Source: an optimization exercise on an open RTL-to-GDS flow (aim: small area). Production flows keep margins and buffers that such runs may drop.
Only simulation tests tie the RTL to the original design; equivalence was not proved.
Power and IR drop assume default switching activity.

`flow/flow/run.sh`:
```
#!/bin/bash
# The standard layout (standard.sh: standard synthesis and ORFS steps,
# unchanged) with three knobs passed to make:
#  - every port buffered with the smallest buffer (buf_1);
#  - a clock tree of clkbuf_8 leaf clusters of up to 20 registers within
#    40 um, without dummy loads.
# make's full output (every tool's) goes to flow.log here; ORFS also keeps a
# log per step under orfs/logs/.
set -euo pipefail
CTS="-sink_clustering_enable -repair_clock_nets -buf_list sky130_fd_sc_hd__clkbuf_8"
CTS="$CTS -sink_clustering_size 20 -sink_clustering_max_diameter 40 -dont_use_dummy_load"
bash standard.sh \
  "BUFFER_PORTS_ARGS=-buffer_cell sky130_fd_sc_hd__buf_1" \
  "CTS_ARGS=$CTS" \
  finish > flow.log 2>&1
```
`flow/standard.sh`:
```
#!/bin/bash
# synth_recipe.tcl (not shown) runs the flow's synth.tcl, then flattens the netlist and writes it again
# the make line also repeats each setting of config.mk as NAME=value (left out here)
make -C /OpenROAD-flow-scripts/flow DESIGN_CONFIG=/design/flow/config.mk WORK_HOME=/design/flow/orfs CLKGATE_MAP_FILE= SYNTH_SCRIPT=/design/flow/synth_recipe.tcl "${@:-finish}"
```
`flow/config.mk`:
```
export PLATFORM = sky130hd
export DESIGN_NAME = ep_top
export DESIGN_NICKNAME = ep_top
export VERILOG_FILES = /design/flow/design.v
export SDC_FILE = /design/flow/constraint.sdc
export NUM_CORES = 4
export LEC_CHECK = 0
export CAP_MARGIN = 20
export CORE_MARGIN = 2
export CORE_UTILIZATION = 40
export PLACE_DENSITY = 0.75
export SLEW_MARGIN = 20
export SYNTH_HIERARCHICAL = 1
export SYNTH_MINIMUM_KEEP_SIZE = 0
```
`flow/constraint.sdc`:
```
create_clock -name core_clock -period 5.0 [get_ports {clk}]
set_input_delay 1.0000 -clock core_clock [delete_from_list [all_inputs] [get_ports {clk}]]
set_output_delay 1.0000 -clock core_clock [all_outputs]
set_load 0.01 [all_outputs]
```
`flow/design.v`:
```
`default_nettype none
package ep_pkg;
    localparam int DATA_W     = 32;     
    localparam int REG_ADDR_W = 5;      
    localparam int NUM_REGS   = 1 << REG_ADDR_W;
    localparam logic [6:0] FMT_TYPE_MRD32 = 7'b00_00000;   
    localparam logic [6:0] FMT_TYPE_MWR32 = 7'b10_00000;   
    localparam logic [6:0] FMT_TYPE_CPLD  = 7'b10_01010;   
    localparam logic [DATA_W-1:0] ID_REG_VALUE = 32'hE9D0_0001;
endpackage
`default_nettype wire
`default_nettype none
module ep_rx_engine (
    input  logic        clk,
    input  logic [31:0] trn_rd_i,
    input  logic        ld_dw0_i,    
    input  logic        ld_dw1_i,    
    input  logic        ld_dw2_i,    
    input  logic        cap_i,       
    input  logic [31:0] cap_en_i,    
    input  logic [31:0] rd_word_i,   
    output logic [31:0] hdr_q_o
);
    logic [31:0] ld_en;
    logic [31:0] ld_d;
    logic [31:0] hold;
    assign ld_en = {{24{ld_dw1_i}}, ld_dw0_i, {5{ld_dw2_i}}, {2{ld_dw0_i}}};
    assign ld_d  = {trn_rd_i[31:8], trn_rd_i[22], trn_rd_i[6:2], trn_rd_i[21:20]};
    assign hold  = ~(ld_en | {32{cap_i}});
    always_ff @(posedge clk)
        hdr_q_o <= (rd_word_i & cap_en_i) | (ld_d & ld_en) | (hdr_q_o & hold);
endmodule
`default_nettype wire
`default_nettype none
module ep_mem_access (
    input  logic        clk,
    input  logic [3:0]  keep_i,      
    input  logic [3:0]  wr_be_i,     
    input  logic [31:0] wr_data_i,   
    output logic [31:0] head_o       
);
    localparam int WORDS = 31;
    logic [32*WORDS-1:0] ring;
    logic [31:0]         tail_d;
    assign head_o = ring[31:0];
    always_comb begin
        for (int b = 0; b < 4; b++)
            tail_d[31-8*b -: 8] = (ring[31-8*b -: 8]      & {8{keep_i[b]}}) |
                                  (wr_data_i[31-8*b -: 8] & {8{wr_be_i[b]}});
    end
    always_ff @(posedge clk)
        ring <= {tail_d, ring[32*WORDS-1:32]};
endmodule
`default_nettype wire
`default_nettype none
import ep_pkg::*;
module ep_tx_engine (
    input  logic [1:0]  beat_i,
    input  logic [31:0] hdr_q_i,     
    input  logic [1:0]  attr_i,
    input  logic [3:0]  be_i,
    input  logic [15:0] cfg_completer_id_i,
    output logic [31:0] trn_td_o
);
    logic [2:0] tc;
    logic [1:0] lo_idx;
    logic [2:0] byte_cnt;
    assign tc = {hdr_q_i[7], hdr_q_i[1:0]};
    always_comb begin
        casez (be_i)
            4'b???1: lo_idx = 2'd0;
            4'b??10: lo_idx = 2'd1;
            4'b?100: lo_idx = 2'd2;
            4'b1000: lo_idx = 2'd3;
            default: lo_idx = 2'd0;
        endcase
        casez (be_i)
            4'b0000: byte_cnt = 3'd1;
            4'b1??1: byte_cnt = 3'd4;
            4'b01?1: byte_cnt = 3'd3;
            4'b1?10: byte_cnt = 3'd3;
            4'b0011: byte_cnt = 3'd2;
            4'b0110: byte_cnt = 3'd2;
            4'b1100: byte_cnt = 3'd2;
            default: byte_cnt = 3'd1;
        endcase
    end
    always_comb begin
        case (beat_i)
            2'd0: trn_td_o = {1'b0, FMT_TYPE_CPLD, 1'b0, tc, 4'b0000,
                              1'b0, 1'b0, attr_i, 2'b00, 10'd1};
            2'd1: trn_td_o = {cfg_completer_id_i, 3'b000, 1'b0, 9'd0, byte_cnt};
            2'd2: trn_td_o = {hdr_q_i[31:8], 1'b0, hdr_q_i[6:2], lo_idx};
            default: trn_td_o = hdr_q_i;
        endcase
    end
endmodule
`default_nettype wire
`default_nettype none
import ep_pkg::*;
module ep_top (
    input  logic        clk,
    input  logic        rst_n,
    input  logic [31:0] trn_rd_i,
    input  logic        trn_rsof_n_i,
    input  logic        trn_reof_n_i,
    input  logic        trn_rsrc_rdy_n_i,
    output logic        trn_rdst_rdy_n_o,
    output logic [31:0] trn_td_o,
    output logic        trn_tsof_n_o,
    output logic        trn_teof_n_o,
    output logic        trn_tsrc_rdy_n_o,
    input  logic        trn_tdst_rdy_n_i,
    input  logic [15:0] cfg_completer_id_i
);
    localparam logic [3:0] S_DW0  = 4'b0000;
    localparam logic [3:0] S_RD1  = 4'b0001;
    localparam logic [3:0] S_RD2  = 4'b0010;
    localparam logic [3:0] S_CLR  = 4'b0011;   
    localparam logic [3:0] S_SKIP = 4'b0100;
    localparam logic [3:0] S_WR1  = 4'b0101;
    localparam logic [3:0] S_WR2  = 4'b0110;
    localparam logic [3:0] S_WR3  = 4'b0111;   
    localparam logic [3:0] S_B0   = 4'b1000;
    localparam logic [3:0] S_B1   = 4'b1001;
    localparam logic [3:0] S_B2   = 4'b1010;
    localparam logic [3:0] S_B3   = 4'b1011;
    localparam logic [3:0] S_RDW  = 4'b1110;   
    localparam logic [4:0] PTR_FIRST = 5'b00001;
    localparam logic [4:0] PTR_LAST  = 5'b10000;   
    localparam logic [31:0] ID_LL = {ID_REG_VALUE[7:0], ID_REG_VALUE[15:8],
                                     ID_REG_VALUE[23:16], ID_REG_VALUE[31:24]};
    logic [3:0]  state;
    logic [4:0]  ptr;         
    logic [31:0] hdr_q;       
    logic [3:0]  be_q;
    logic [1:0]  attr_q;
    logic [4:0]  addr;
    logic        addr_zero;
    logic        hit;
    logic        rx_on;
    logic        beat_ok;
    logic        tx_ok;
    logic [6:0]  fmt_type;
    logic        one_dw;
    logic [31:0] head;
    logic [31:0] rd_word;
    logic [31:0] cap_en;
    logic [3:0]  cap_b0;
    logic [3:0]  cap_b1;
    logic        cap;
    logic        ld_dw0;
    logic        ld_dw1;
    logic        ld_dw2;
    logic [3:0]  wr_be;
    assign addr      = hdr_q[6:2];
    assign addr_zero = (addr == 5'd0);
    assign hit       = (ptr == addr) || addr_zero;
    assign fmt_type  = trn_rd_i[30:24];
    assign one_dw    = (trn_rd_i[9:0] == 10'd1);
    assign rx_on            = !state[3] && (state != S_CLR) && (state != S_WR3 || hit);
    assign trn_rdst_rdy_n_o = !rx_on;
    assign beat_ok          = rx_on && !trn_rsrc_rdy_n_i;
    assign trn_tsrc_rdy_n_o = !(state[3] && !state[2]);
    assign trn_tsof_n_o     = state[1] || state[0];
    assign trn_teof_n_o     = !(state[1] && state[0]);
    assign tx_ok            = !trn_tsrc_rdy_n_o && !trn_tdst_rdy_n_i;
    assign wr_be = (state == S_WR3 && !trn_rsrc_rdy_n_i && ptr == addr) ? be_q : 4'b0000;
    ep_mem_access i_mem (
        .clk       (clk),
        .keep_i    ((state == S_CLR) ? 4'b0000 : ~wr_be),
        .wr_be_i   (wr_be),
        .wr_data_i (trn_rd_i),
        .head_o    (head)
    );
    always_ff @(posedge clk) begin
        if (!rst_n)
            ptr <= PTR_FIRST;
        else
            ptr <= {ptr[3:0], ptr[4] ^ ptr[2]};
    end
    always_ff @(posedge clk) begin
        if (!rst_n) begin
            state <= S_CLR;
        end else begin
            case (state)
                S_CLR: if (ptr == PTR_LAST) state <= S_DW0;
                S_DW0: begin
                    if (beat_ok && !trn_rsof_n_i && trn_reof_n_i) begin
                        if (one_dw && fmt_type == FMT_TYPE_MRD32)
                            state <= S_RD1;
                        else if (one_dw && fmt_type == FMT_TYPE_MWR32)
                            state <= S_WR1;
                        else
                            state <= S_SKIP;
                    end
                end
                S_RD1:  if (beat_ok) state <= trn_reof_n_i ? S_RD2 : S_DW0;
                S_WR1:  if (beat_ok) state <= trn_reof_n_i ? S_WR2 : S_DW0;
                S_RD2:  if (beat_ok) state <= trn_reof_n_i ? S_SKIP : S_B0;
                S_WR2:  if (beat_ok) state <= trn_reof_n_i ? S_WR3 : S_DW0;
                S_WR3:  if (beat_ok) state <= trn_reof_n_i ? S_SKIP : S_DW0;
                S_SKIP: if (beat_ok && !trn_reof_n_i) state <= S_DW0;
                S_B0:   if (tx_ok) state <= S_B1;
                S_B1:   if (tx_ok) state <= S_B2;
                S_B2:   if (tx_ok) state <= S_RDW;
                S_RDW:  if (hit) state <= S_B3;
                S_B3:   if (tx_ok) state <= S_DW0;
                default: state <= S_CLR;
            endcase
        end
    end
    assign cap    = (state == S_RDW) && hit;
    assign cap_b1 = {4{cap}} & be_q;
    assign cap_b0 = cap_b1 & {4{!addr_zero}};
    assign ld_dw0 = (state == S_DW0) || (state == S_SKIP);   
    assign ld_dw1 = (state == S_RD1) || (state == S_WR1);
    assign ld_dw2 = (state == S_RD2) || (state == S_WR2);
    always_comb begin
        for (int i = 0; i < 32; i++) begin
            cap_en[i]  = ID_LL[i] ? cap_b1[3 - i/8] : cap_b0[3 - i/8];
            rd_word[i] = ID_LL[i] ? (head[i] || addr_zero) : head[i];
        end
    end
    ep_rx_engine i_rx (
        .clk       (clk),
        .trn_rd_i  (trn_rd_i),
        .ld_dw0_i  (ld_dw0),
        .ld_dw1_i  (ld_dw1),
        .ld_dw2_i  (ld_dw2),
        .cap_i     (cap),
        .cap_en_i  (cap_en),
        .rd_word_i (rd_word),
        .hdr_q_o   (hdr_q)
    );
    always_ff @(posedge clk) begin
        if (ld_dw0)
            attr_q <= trn_rd_i[13:12];
        if (ld_dw1)
            be_q <= trn_rd_i[3:0];
    end
    ep_tx_engine i_tx (
        .beat_i             (state[1:0]),
        .hdr_q_i            (hdr_q),
        .attr_i             (attr_q),
        .be_i               (be_q),
        .cfg_completer_id_i (cfg_completer_id_i),
        .trn_td_o           (trn_td_o)
    );
endmodule
`default_nettype wire
```
==> metrics.md, run 1 <==
| Metric | Value |
|---|---|
| Outcome | `finished clean` |
| Final setup violation count | `0` |
| Worst-Margin Slew | `1.12 ns` |
| Cell count of the worst reg-to-reg path | `6` |
| Crit end category | `output port` |
| Setup crit start | `state[0]` |
| Die area | `59800 um^2` |
| Detailed Place HPWL | `22200 um` |
| GRT overflow | `0` |
| Syn Area/Cell | `17.1 um^2` |
| Die width | `245 um` |
| Ys Warns | `10` |
| Commonest non-fill, non-tap cell in the layout | `dfxtp_1` |
| Final setup TNS | `0 ns` |
| Setup crit start kind | `register` |
| Hold Crit Class | `reg -> reg` |
| Via count | `9235` |
| Cell depth of the worst hold path | `0` |
| Slowest-stage cell, CP | `dfxtp_1` |
| VDD IR-drop max | `300 uV` |
| GPL Wtd Cong | `0.867` |
| CTS tree | `yes` |
| Critical path start-end classification | `reg -> out` |
| Fin crit period | `4.11 ns` |
| Clk buf depth | `3` |
| PortBufs | `89` |
| Largest net degree at the start of global routing | `46` |
| H-tree levels | `2` |
| Core Footprint | `57500 um^2` |
| Final non-filler cell total | `2214` |
| Main synth FF type | `dfxtp_1` |
| CP peak stage delay | `1.07 ns` |
| Max Cap Viol | `0` |
| HP Start | `i_mem.ring[325]` |
| Slew headroom | `25.2%` |
| Clock slew at reported path FFs | `0.10 ns` |
| Gr usage total | `11.4%` |
| Max frequency | `243 MHz` |
| Routed vias/inst | `4.17` |
| # diodes | `0` |
| Worst skew pair latency | `0.66 ns` |
| Post-CTS resize count | `0` |
| Number of global-route vias before repair | `9212` |
| Leakage | `9.83 nW` |
| Reg-to-reg startpoint | `state[1]` |
| Final wirelength | `34300 um` |
| Number of synthesized flops with an enable pin | `6` |
| Area occupied by multi-input gates | `1810 um^2` |
| RSZ-0062 raised after global routing | `no` |
| Antenna Nets Post-Route | `0` |
| Worst-path fanout max | `20` |
| Power Density | `527 nW/um^2` |
| WL per Instance | `15.5 um` |
| Critical-path cell list | `and2b_1, o221a_1, a31oi_1, buf_1` |
| # clock sinks | `1039` |
| First-pass GRT wire length | `52500 um` |
| Post-synthesis sequential area ratio | `90.1%` |
| Cell Area, Synth | `23200 um^2` |
| Hold-fix buffers, CTS | `0` |
| Commonest cells after routing, fill and taps aside | `dfxtp_1, buf_1, a22o_1` |
| Vert. Die Dim | `245 um` |
| Synth Instances | `1353` |
| #FFs+latches synth | `1039` |
| Initial Util | `40.3%` |
| Final Slew Violations | `0` |
| Required time worst endpoint | `4.00 ns` |
| Root buf cell | `clkbuf_8` |
| FP Rows | `88` |
| P&R area growth vs syn | `7.40%` |
| DR pass1 iterations | `5` |
| Final Hold Viols | `0` |
| Max Clock Skew | `0.0719 ns` |
| Fill cell count | `4982` |
| Post-CTS setup buffers | `0` |
| Cts bufs inserted | `61` |
| Final nets | `1505` |
| # IOs | `90` |
| Initial antenna violation count | `3` |
| Reg area | `20900 um^2` |
| DRT iter0 DRCs | `550` |
| WP data arrival | `3.11 ns` |
| Fin crit share | `82.2%` |
| Syn Nets | `1407` |
| Layout cells sized above 1 | `5.94%` |
| Placed cells | `2153` |
| Post-synth cell types | `53` |
| FFs w/ async S/R, synth | `0%` |
| Post-route DRC violation count | `0` |
[per-module statistics from Yosys, one instance, submodules excluded]
module         area [um^2]  cells  copies in the design  flip-flops and latches
ep_top                1020    117                     1                      15
ep_mem_access        20400   1064                     1                     992
ep_rx_engine          1250    104                     1                      32
ep_tx_engine           444     68                     1                       0
[kinds of logic after synthesis]
kind of cell	after synthesis	synth area share [%]
DFF	1039	90.1
AOI/OAI and AO/OA	141	4.93
buffers and inverters	68	2.13
and+or+nand+nor	94	2.44
xor gates and xnor gates	7	0.265
muxes	4	0.173
[path summary, 6_finish.rpt]
kind / to / slack (ns)
min: i_mem.ring[293] / 0.26
max reg2reg: i_rx.hdr_q_o[21] / 2.07
min reg2reg: i_mem.ring[293] / 0.26
max: trn_td_o[0] / 0.89
[area by class of cell]
type,instances,share of cell area [%]
inverters,10,0.151
flip-flops and latches,1039,83.9
clock buffers,61,3.38
repair buffers,93,1.46
well taps,765,3.85
multi-input cells,246,7.29
[cell usage after synthesis, drive strengths merged (2+ instances only)]
master | instances | area share (%)
dfxtp | 1033 | 89
nor2 | 13 | 0.24
a21o | 25 | 0.81
xor2 | 3 | 0.11
nor3b | 8 | 0.26
and3 | 2 | 0.054
a31oi | 2 | 0.054
a21oi | 12 | 0.26
nand2 | 10 | 0.16
xnor2 | 4 | 0.15
nand3 | 3 | 0.065
nor4 | 4 | 0.11
nor3 | 6 | 0.13
a211oi | 3 | 0.097
nand2b | 2 | 0.054
a22o | 68 | 2.6
mux2i | 4 | 0.17
o21ai | 10 | 0.23
nor2b | 2 | 0.054
a32o | 2 | 0.092
clkbuf | 3 | 0.097
and2 | 25 | 0.68
or2 | 9 | 0.24
inv | 10 | 0.16
a21boi | 2 | 0.065
a221o | 8 | 0.35
o31a | 2 | 0.076
edfxtp | 6 | 0.78
buf | 55 | 1.9
o211ai | 2 | 0.065
[per-layer routing]
metal	vias to the layer above	wire [um]	track usage, %
met4	6	432	2.76
li1	4501	-	-
met2	254	13100	15.1
met1	4425	17300	16.7
met3	49	3400	5.03
met5	-	40	0
[worst max-delay path: cells and delay by family (launching register included)]
kind	cells	cell delay, ns
AO/OA/AOI/OAI	2	0.37
buffers and inverters	1	0.19
flip-flops	1	1.07
AND/OR/NAND/NOR	1	0.86
[power by group]
group	total [mW]	internal (mW)	switching [mW]	leakage [nW]
Clock	3.28	1.10	2.18	0.439
Sequential	8.78	8.50	0.278	8.38
Combinational	1.05	0.435	0.612	1.01
Total	13.1	10.0	3.07	9.83
[flip-flops by register name, summed over array words and instances (netlist names)]
| register | cells |
|---|---|
| attr_q | 2 |
| be_q | 4 |
| i_mem.ring | 992 |
| i_rx.hdr_q_o | 32 |
| ptr | 5 |
| state | 4 |
[metrics by stage]
stage,hold slack [ns],power (mW),cell area [um^2],worst slack [ns],util (%)
after global routing,0.249,13.6,24900,0.774,43.3
final,0.257,13.1,24900,0.889,43.3
after floorplan,0.310,9.61,23200,2.66,-
after global placement,0.310,9.95,24000,1.74,41.8
after detailed placement,0.312,10.0,24000,1.66,41.8
after CTS,0.258,13.2,24900,0.962,43.3
==> run 2: changes to the inputs <==
--- a/flow/flow/run.sh
+++ b/flow/flow/run.sh
@@ -8,7 +8,7 @@
 # log per step under orfs/logs/.
 set -euo pipefail
 CTS="-sink_clustering_enable -repair_clock_nets -buf_list sky130_fd_sc_hd__clkbuf_8"
-CTS="$CTS -sink_clustering_size 20 -sink_clustering_max_diameter 40 -dont_use_dummy_load"
+CTS="$CTS -sink_clustering_size 21 -sink_clustering_max_diameter 40 -dont_use_dummy_load"
 bash standard.sh \
   "BUFFER_PORTS_ARGS=-buffer_cell sky130_fd_sc_hd__buf_1" \
   "CTS_ARGS=$CTS" \
==> run 2 against run 1 <==
  * Still clean on timing, DRC and antenna
  * Flip-flop and latch count stayed put
  * Global-route usage fell by 0.068 points
  * Non-clock buffer count did not move
  * Fmax rose by 1.9%
  * Setup slack better by 0.075 ns
  * Power shrank 0.36%
  * Clock power shrank 2%
  * Clock skew is 0.0058 ns lower
  * Wire length is 0.91% lower
  * Critical path type unchanged
==> metrics.md, run 2 <==
| Metric | Value |
|---|---|
| Outcome | `finished clean (unchanged)` |
| VDD IR-drop max | `355 uV (was 300 uV)` |
| Cell depth of the worst hold path | `0 (unchanged)` |
| DR pass1 iterations | `5 (unchanged)` |
| Reg-to-reg startpoint | `state[1] (unchanged)` |
| First-pass GRT wire length | `52300 um (was 52500 um)` |
| Final non-filler cell total | `2214 (unchanged)` |
| Largest cells by area after synthesis | `dfxtp_1, a22o_1, buf_4, a21o_1, edfxtp_1 (unchanged)` |
| Largest register FFs | `992 (unchanged)` |
| Hold Crit Class | `reg -> reg (unchanged)` |
| Setup WS pre-CTS | `1.66 ns (unchanged)` |
| Top delay family on crit path | `flip-flops (unchanged)` |
| CTS tree | `yes (unchanged)` |
| Post-CTS resize count | `0 (unchanged)` |
| Most frequent cell after synthesis | `dfxtp_1 (unchanged)` |
| Crit end category | `output port (unchanged)` |
| Clk buf depth | `3 (unchanged)` |
| Regs by FF count | `i_mem.ring x992, i_rx.hdr_q_o x32, ptr x5 (unchanged)` |
| Final wirelength | `34000 um (was 34300 um)` |
| Gr usage total | `11.3% (was 11.4%)` |
| Root buf cell | `clkbuf_8 (unchanged)` |
| Crit Reg-Reg Endpoint | `i_rx.hdr_q_o[16] (was i_rx.hdr_q_o[21])` |
| Post-route DRC violation count | `0 (unchanged)` |
| Placed cells | `2153 (unchanged)` |
| Cell Area, Synth | `23200 um^2 (unchanged)` |
| Synth Instances | `1353 (unchanged)` |
| Antenna Nets Post-Route | `0 (unchanged)` |
| Fin worst setup slack | `0.964 ns (was 0.889 ns)` |
| Final Slew Violations | `0 (unchanged)` |
| Main synth FF type | `dfxtp_1 (unchanged)` |
| Max frequency | `248 MHz (was 243 MHz)` |
| Fin crit share | `80.7% (was 82.2%)` |
| H-tree levels | `2 (unchanged)` |
| Cts bufs inserted | `59 (was 61)` |
| Core Footprint | `57500 um^2 (unchanged)` |
| Required time worst endpoint | `4.00 ns (about the same)` |
| Slowest-stage cell, CP | `dfxtp_1 (unchanged)` |
| FP Rows | `88 (unchanged)` |
| Cell count of the worst reg-to-reg path | `6 (unchanged)` |
| Worst skew pair latency | `0.66 ns (about the same)` |
| Syn Nets | `1407 (unchanged)` |
| Via count | `9329 (was 9235)` |
| Critical-path cell list | `and2b_1, o221a_1, a31oi_1, buf_1 (unchanged)` |
| Largest Register | `i_mem.ring (unchanged)` |
| Setup crit start | `state[0] (unchanged)` |
| Setup crit start kind | `register (unchanged)` |
| Die area | `59800 um^2 (unchanged)` |
| CP bufs+invs | `1 (unchanged)` |
| Largest net degree at the start of global routing | `46 (unchanged)` |
| Post-synth cell types | `53 (unchanged)` |
| Syn Area/Cell | `17.1 um^2 (unchanged)` |
| Worst-path fanout max | `20 (unchanged)` |
| Final Hold Viols | `0 (unchanged)` |
| Layout cells sized above 1 | `5.81% (was 5.94%)` |
| Dominant cell type by area after synthesis | `dfxtp_1 (unchanged)` |
| FFs w/ async S/R, synth | `0% (unchanged)` |
| GPL Wtd Cong | `0.867 (unchanged)` |
| Final nets | `1503 (was 1505)` |
| Power Density | `525 nW/um^2 (was 527 nW/um^2)` |
| Fill cell count | `4984 (was 4982)` |
| WL per Instance | `15.4 um (was 15.5 um)` |
| Die width | `245 um (unchanged)` |
| # clock sinks | `1039 (unchanged)` |
| Number of synthesized flops with an enable pin | `6 (unchanged)` |
| Commonest non-fill, non-tap cell in the layout | `dfxtp_1 (unchanged)` |
| HP Start | `i_mem.ring[961] (was i_mem.ring[325])` |
| Vert. Die Dim | `245 um (unchanged)` |
| WP data arrival | `3.04 ns (was 3.11 ns)` |
| Number of global-route vias before repair | `9174 (was 9212)` |
| Fin crit period | `4.04 ns (was 4.11 ns)` |
| Hold EP | `i_mem.ring[929] (was i_mem.ring[293])` |
| Initial Util | `40.3% (unchanged)` |
| Worst-Margin Slew | `1.03 ns (was 1.12 ns)` |
| Slew headroom | `31.5% (was 25.2%)` |
| GRT overflow | `0 (unchanged)` |
| Post-CTS setup buffers | `0 (unchanged)` |
| RSZ-0062 raised after global routing | `no (unchanged)` |
| Initial antenna violation count | `4 (was 3)` |
| Max Cap Viol | `0 (unchanged)` |
| Tot Pwr | `13.1 mW (about the same)` |
| PortBufs | `89 (unchanged)` |
| Final setup TNS | `0 ns (unchanged)` |
| CP peak stage delay | `1.00 ns (was 1.07 ns)` |
| Critical path start-end classification | `reg -> out (unchanged)` |
| DRT iter0 DRCs | `590 (was 550)` |
| Area occupied by multi-input gates | `1810 um^2 (unchanged)` |
| Routed vias/inst | `4.21 (was 4.17)` |
| Hold-fix buffers, CTS | `0 (unchanged)` |
| P&R area growth vs syn | `7.30% (was 7.40%)` |
| R2R Setup Slk | `2.00 ns (was 2.07 ns)` |
| Leakage | `9.81 nW (was 9.83 nW)` |
| Top cells by count, synth | `dfxtp_1, a22o_1, buf_4, a21o_1, and2_1 (unchanged)` |
| Post-synthesis sequential area ratio | `90.1% (unchanged)` |
| Final setup violation count | `0 (unchanged)` |
| Detailed Place HPWL | `22200 um (unchanged)` |
| Hold_ws | `0.272 ns (was 0.257 ns)` |
| # IOs | `90 (unchanged)` |
| Reg area | `20900 um^2 (unchanged)` |
| Area share of the largest cell type after synthesis | `89.3% (unchanged)` |
| Ys Warns | `10 (unchanged)` |
| Clock slew at reported path FFs | `0.11 ns (was 0.10 ns)` |
| Commonest cells after routing, fill and taps aside | `dfxtp_1, buf_1, a22o_1 (unchanged)` |
| #FFs+latches synth | `1039 (unchanged)` |
| Max Clock Skew | `0.0660 ns (was 0.0719 ns)` |
[run 2: Yosys stat by module, one instance, submodules excluded]
module         cells  copies in the design
ep_mem_access   1064                     1
ep_rx_engine     104                     1
ep_tx_engine      68                     1
ep_top           117                     1
[run 2: cell families after synthesis]
kind of cell	share of synthesized area [%]
buffers and inverters	2.13
flip-flops	90.1
XOR/XNOR	0.265
AND/OR/NAND/NOR	2.44
multiplexers	0.173
AO/OA/AOI/OAI	4.93
[run 2: layer usage]
layer,vias up,global-route usage (%),wire (um)
li1,4504,-,-
met1,4471,17.3,17200
met2,287,15.0,12900
met3,63,4.00,3340
met4,4,2.74,535
met5,-,0,27
[run 2: power by group]
part	switching, mW	internal [mW]	total [mW]
registers	0.274	8.50	8.78
logic	0.612	0.435	1.05
clock network	2.17	1.06	3.23
total	3.05	10.0	13.1
[run 2: metrics by stage]
step	utilization [%]	area [um^2]
3_5_place_dp	41.8	24000
3_3_place_gp	41.8	24000
2_1_floorplan	-	23200
5_1_grt	43.2	24800
4_1_cts	43.2	24800
6_report	43.2	24900
[run 2: worst reg2reg max path, cell delays in order (launching register included)]
cell and delay [ns]:
dfxtp_2 0.95, nor2b_1 0.30, nand3_1 0.13, nor3_1 0.71
and2_1 0.48, a22o_1 0.25, a21o_1 0.10
[run 2: cell type report]
| type | count | share of cell area (%) |
|---|---|---|
| Inverter | 10 | 0.151 |
| Multi-Input combinational cell | 246 | 7.30 |
| Tap cell | 765 | 3.85 |
| Sequential cell | 1039 | 83.9 |
| Timing Repair Buffer | 93 | 1.47 |
| Antenna cell | 2 | 0.0201 |
| Clock buffer | 59 | 3.27 |
[run 2: worst max-delay path by stage]
stage	slack [ns]	end	depth (start not counted)
after floorplan	2.66	i_mem.ring[965]	5
after global placement	1.74	trn_td_o[0]	4
after detailed placement	1.66	trn_td_o[0]	4
after CTS	1.01	trn_td_o[0]	4
after global routing	0.91	trn_td_o[0]	4
final	0.96	trn_td_o[0]	4
==> run 3: changes to the inputs <==
--- a/flow/flow/run.sh
+++ b/flow/flow/run.sh
@@ -2,7 +2,7 @@
 # The standard layout (standard.sh: standard synthesis and ORFS steps,
 # unchanged) with three knobs passed to make:
 #  - every port buffered with the smallest buffer (buf_1);
-#  - a clock tree of clkbuf_8 leaf clusters of up to 20 registers within
+#  - a clock tree of clkbuf_8 leaf clusters of up to 21 registers within
 #    40 um, without dummy loads.
 # make's full output (every tool's) goes to flow.log here; ORFS also keeps a
 # log per step under orfs/logs/.
==> run 3 against run 2 <==
  * Design area unchanged
  * Fmax unchanged
  * Hold slack unchanged
  * Still clean on timing, DRC and antenna
  * Synthesized cell count unchanged
  * Clock power about the same
  * Non-clock buffer count unchanged
==> metrics.md, run 3 <==
| Metric | Value |
|---|---|
| Outcome | `finished clean (unchanged)` |
| Final non-filler cell total | `2214 (unchanged)` |
| Largest Register | `i_mem.ring (unchanged)` |
| Fin crit share | `80.7% (unchanged)` |
| Top cells by count, synth | `dfxtp_1, a22o_1, buf_4, a21o_1, and2_1 (unchanged)` |
| Regs by FF count | `i_mem.ring x992, i_rx.hdr_q_o x32, ptr x5 (unchanged)` |
| R2R Setup Slk | `2.00 ns (about the same)` |
| Syn Area/Cell | `17.1 um^2 (unchanged)` |
| FP Rows | `88 (unchanged)` |
| Fin crit period | `4.04 ns (unchanged)` |
| GPL Wtd Cong | `0.867 (unchanged)` |
| RSZ-0062 raised after global routing | `no (unchanged)` |
| Number of synthesized flops with an enable pin | `6 (unchanged)` |
| Antenna Nets Post-Route | `0 (unchanged)` |
| Largest register FFs | `992 (unchanged)` |
| VDD IR-drop max | `355 uV (unchanged)` |
| Commonest non-fill, non-tap cell in the layout | `dfxtp_1 (unchanged)` |
| # IOs | `90 (unchanged)` |
| Placed cells | `2153 (unchanged)` |
| Syn Nets | `1407 (unchanged)` |
| Final wirelength | `34000 um (unchanged)` |
| Cell Int Power | `10.0 mW (unchanged)` |
| Initial Util | `40.3% (unchanged)` |
| Final core utilization | `43.2% (unchanged)` |
| Post-CTS resize count | `0 (unchanged)` |
| DR pass1 iterations | `5 (unchanged)` |
| Critical path start-end classification | `reg -> out (unchanged)` |
| PortBufs | `89 (unchanged)` |
| Ys Warns | `10 (unchanged)` |
| Number of global-route vias before repair | `9174 (unchanged)` |
| Core Footprint | `57500 um^2 (unchanged)` |
| Detailed Place HPWL | `22200 um (unchanged)` |
| Reg area | `20900 um^2 (unchanged)` |
| Commonest cells after routing, fill and taps aside | `dfxtp_1, buf_1, a22o_1 (unchanged)` |
| Hold-fix buffers, CTS | `0 (unchanged)` |
| Net switching fraction of the power | `23.4% (unchanged)` |
| Initial antenna violation count | `4 (unchanged)` |
| Worst-path fanout max | `20 (unchanged)` |
| CTS tree | `yes (unchanged)` |
| Fill cell count | `4984 (unchanged)` |
| Root buf cell | `clkbuf_8 (unchanged)` |
| Vert. Die Dim | `245 um (unchanged)` |
| #FFs+latches synth | `1039 (unchanged)` |
| Area share of the largest cell type after synthesis | `89.3% (unchanged)` |
| Max frequency | `248 MHz (unchanged)` |
| CP peak stage delay | `1.00 ns (about the same)` |
| Worst skew pair latency | `0.66 ns (about the same)` |
| Critical-path cell list | `and2b_1, o221a_1, a31oi_1, buf_1 (unchanged)` |
| P&R area growth vs syn | `7.30% (unchanged)` |
| Slowest-stage cell, CP | `dfxtp_1 (unchanged)` |
| Via count | `9329 (unchanged)` |
| Main synth FF type | `dfxtp_1 (unchanged)` |
| GRT overflow | `0 (unchanged)` |
| Slew headroom | `31.5% (unchanged)` |
| Dominant cell type by area after synthesis | `dfxtp_1 (unchanged)` |
| Routed vias/inst | `4.21 (unchanged)` |
| WL per Instance | `15.4 um (unchanged)` |
| Combinational Power Share | `8.0% (about the same)` |
| Final setup TNS | `0 ns (unchanged)` |
| Final Hold Viols | `0 (unchanged)` |
| Clk buf depth | `3 (unchanged)` |
| Die width | `245 um (unchanged)` |
| H-tree levels | `2 (unchanged)` |
| Area occupied by multi-input gates | `1810 um^2 (unchanged)` |
| Final nets | `1503 (unchanged)` |
| Clock power frac | `24.8% (about the same)` |
| Clock slew at reported path FFs | `0.11 ns (about the same)` |
| Power Density | `525 nW/um^2 (unchanged)` |
| Leakage | `9.81 nW (unchanged)` |
| Cell Area, Synth | `23200 um^2 (unchanged)` |
| Hold Crit Class | `reg -> reg (unchanged)` |
| DRT iter0 DRCs | `590 (unchanged)` |
| Sequential share of power | `67.2% (about the same)` |
| Most frequent cell after synthesis | `dfxtp_1 (unchanged)` |
| Cts bufs inserted | `59 (unchanged)` |
| Final Slew Violations | `0 (unchanged)` |
| First-pass GRT wire length | `52300 um (unchanged)` |
| Die area | `59800 um^2 (unchanged)` |
| Layout cells sized above 1 | `5.81% (unchanged)` |
| Largest cells by area after synthesis | `dfxtp_1, a22o_1, buf_4, a21o_1, edfxtp_1 (unchanged)` |
| Largest net degree at the start of global routing | `46 (unchanged)` |
| WP data arrival | `3.04 ns (about the same)` |
| FFs w/ async S/R, synth | `0% (unchanged)` |
| Max Clock Skew | `0.0660 ns (unchanged)` |
| Setup crit start kind | `register (unchanged)` |
| Synth Instances | `1353 (unchanged)` |
| Required time worst endpoint | `4.00 ns (about the same)` |
| # clock sinks | `1039 (unchanged)` |
| Post-synth cell types | `53 (unchanged)` |
| Post-route DRC violation count | `0 (unchanged)` |
| Gr usage total | `11.3% (unchanged)` |
| Max Cap Viol | `0 (unchanged)` |
| Post-CTS setup buffers | `0 (unchanged)` |
| Switching Power | `3.05 mW (unchanged)` |
| Crit end category | `output port (unchanged)` |
| Post-synthesis sequential area ratio | `90.1% (unchanged)` |
| Final setup violation count | `0 (unchanged)` |
| Worst-Margin Slew | `1.03 ns (unchanged)` |
[run 3: cell counts after synthesis]
No cell type changed its count.
[run 3: critical path, delay by kind of cell (launching register included)]
| family | cells | cell delay, ns |
|---|---|---|
| compound gates | 2 | 0.37 |
| flops | 1 | 1.00 |
| buf+inv | 1 | 0.19 |
| simple gates | 1 | 0.86 |
[run 3: modules after synthesis, one instance, submodules excluded]
| module | copies in the design | flip-flops and latches | cells inside |
|---|---|---|---|
| ep_top | 1 | 15 | 117 |
| ep_tx_engine | 1 | 0 | 68 |
| ep_rx_engine | 1 | 32 | 104 |
| ep_mem_access | 1 | 992 | 1064 |
[run 3: area by class of cell]
class	instances	share of cell area [%]
Clock buffer	59	3.27
Multi-Input combinational cell	246	7.30
Sequential cell	1039	83.9
Antenna cell	2	0.0201
Inverter	10	0.151
Tap cell	765	3.85
Timing Repair Buffer	93	1.47
[run 3: cells by family after synthesis]
kind of cell           count (synthesis)  share of synthesized area (%)
AO/OA/AOI/OAI                        141                           4.93
XOR/XNOR                               7                          0.265
buffers and inverters                 68                           2.13
flip-flops                          1039                           90.1
multiplexers                           4                          0.173
AND/OR/NAND/NOR                       94                           2.44
[run 3: final timing paths]
| kind | start | endpoint | cells after the start |
|---|---|---|---|
| hold / removal | i_mem.ring[961] | i_mem.ring[929] | 0 |
| hold reg to reg | i_mem.ring[961] | i_mem.ring[929] | 0 |
| setup reg to reg | state[1] | i_rx.hdr_q_o[16] | 6 |
| setup / recovery | state[0] | trn_td_o[0] | 4 |
[run 3: metrics by stage]
step | hold slack [ns] | instance area (um^2) | power, mW | worst slack, ns
5_1_grt | 0.249 | 24800 | 13.6 | 0.911
3_3_place_gp | 0.310 | 24000 | 9.95 | 1.74
2_1_floorplan | 0.310 | 23200 | 9.61 | 2.66
6_report | 0.272 | 24900 | 13.1 | 0.964
4_1_cts | 0.255 | 24800 | 13.1 | 1.01
3_5_place_dp | 0.312 | 24000 | 10.0 | 1.66
[run 3: power by group through the flow]
stage,Sequential [mW],Combinational (mW),Clock [mW]
3_3_place_gp,8.95,1.00,0
5_1_grt,8.81,1.13,3.63
6_report,8.78,1.05,3.23
4_1_cts,8.77,1.05,3.31
3_5_place_dp,8.96,1.04,0
2_1_floorplan,8.77,0.842,0
[run 3: routing by layer]
metal | global-route usage (%) | vias to the layer above | routed length (um)
met1 | 17.3 | 4471 | 17200
met4 | 2.74 | 4 | 535
li1 | - | 4504 | -
met5 | 0 | - | 27
met3 | 4.00 | 63 | 3340
met2 | 15.0 | 287 | 12900

## separate check: timing with driven ports
The flow's constraints put no driver on any port. The routed layouts listed below were extracted and timed again, unchanged, in two steps. Step 1: set_driving_cell puts a clkbuf_16 on clk and a buf_2 on each other input, an assumption about the parent block. Step 2, shift: input delay + t, output delay - t, t = (earliest + latest rising clock arrival at the registers) / 2. This alone moves slack from input paths to output paths. a / b / c = no drivers / after step 1 / after step 2; a / b = the first two.
| run | t, ns | setup WS [ns] | hold slack, ns | clock arrival spread, ns |
|---|---|---|---|---|
| run 1 | 0.660 | 0.889 / 0.840 / 1.500 | 0.257 / 0.257 / 0.257 | 0.097 / 0.098 |
| run 2 | 0.678 | 0.964 / 0.915 / 1.593 | 0.272 / 0.272 / 0.272 | 0.067 / 0.067 |
| run 3 | 0.678 | 0.964 / 0.915 / 1.593 | 0.272 / 0.272 / 0.272 | 0.067 / 0.067 |
After both steps every run listed still meets setup and hold.
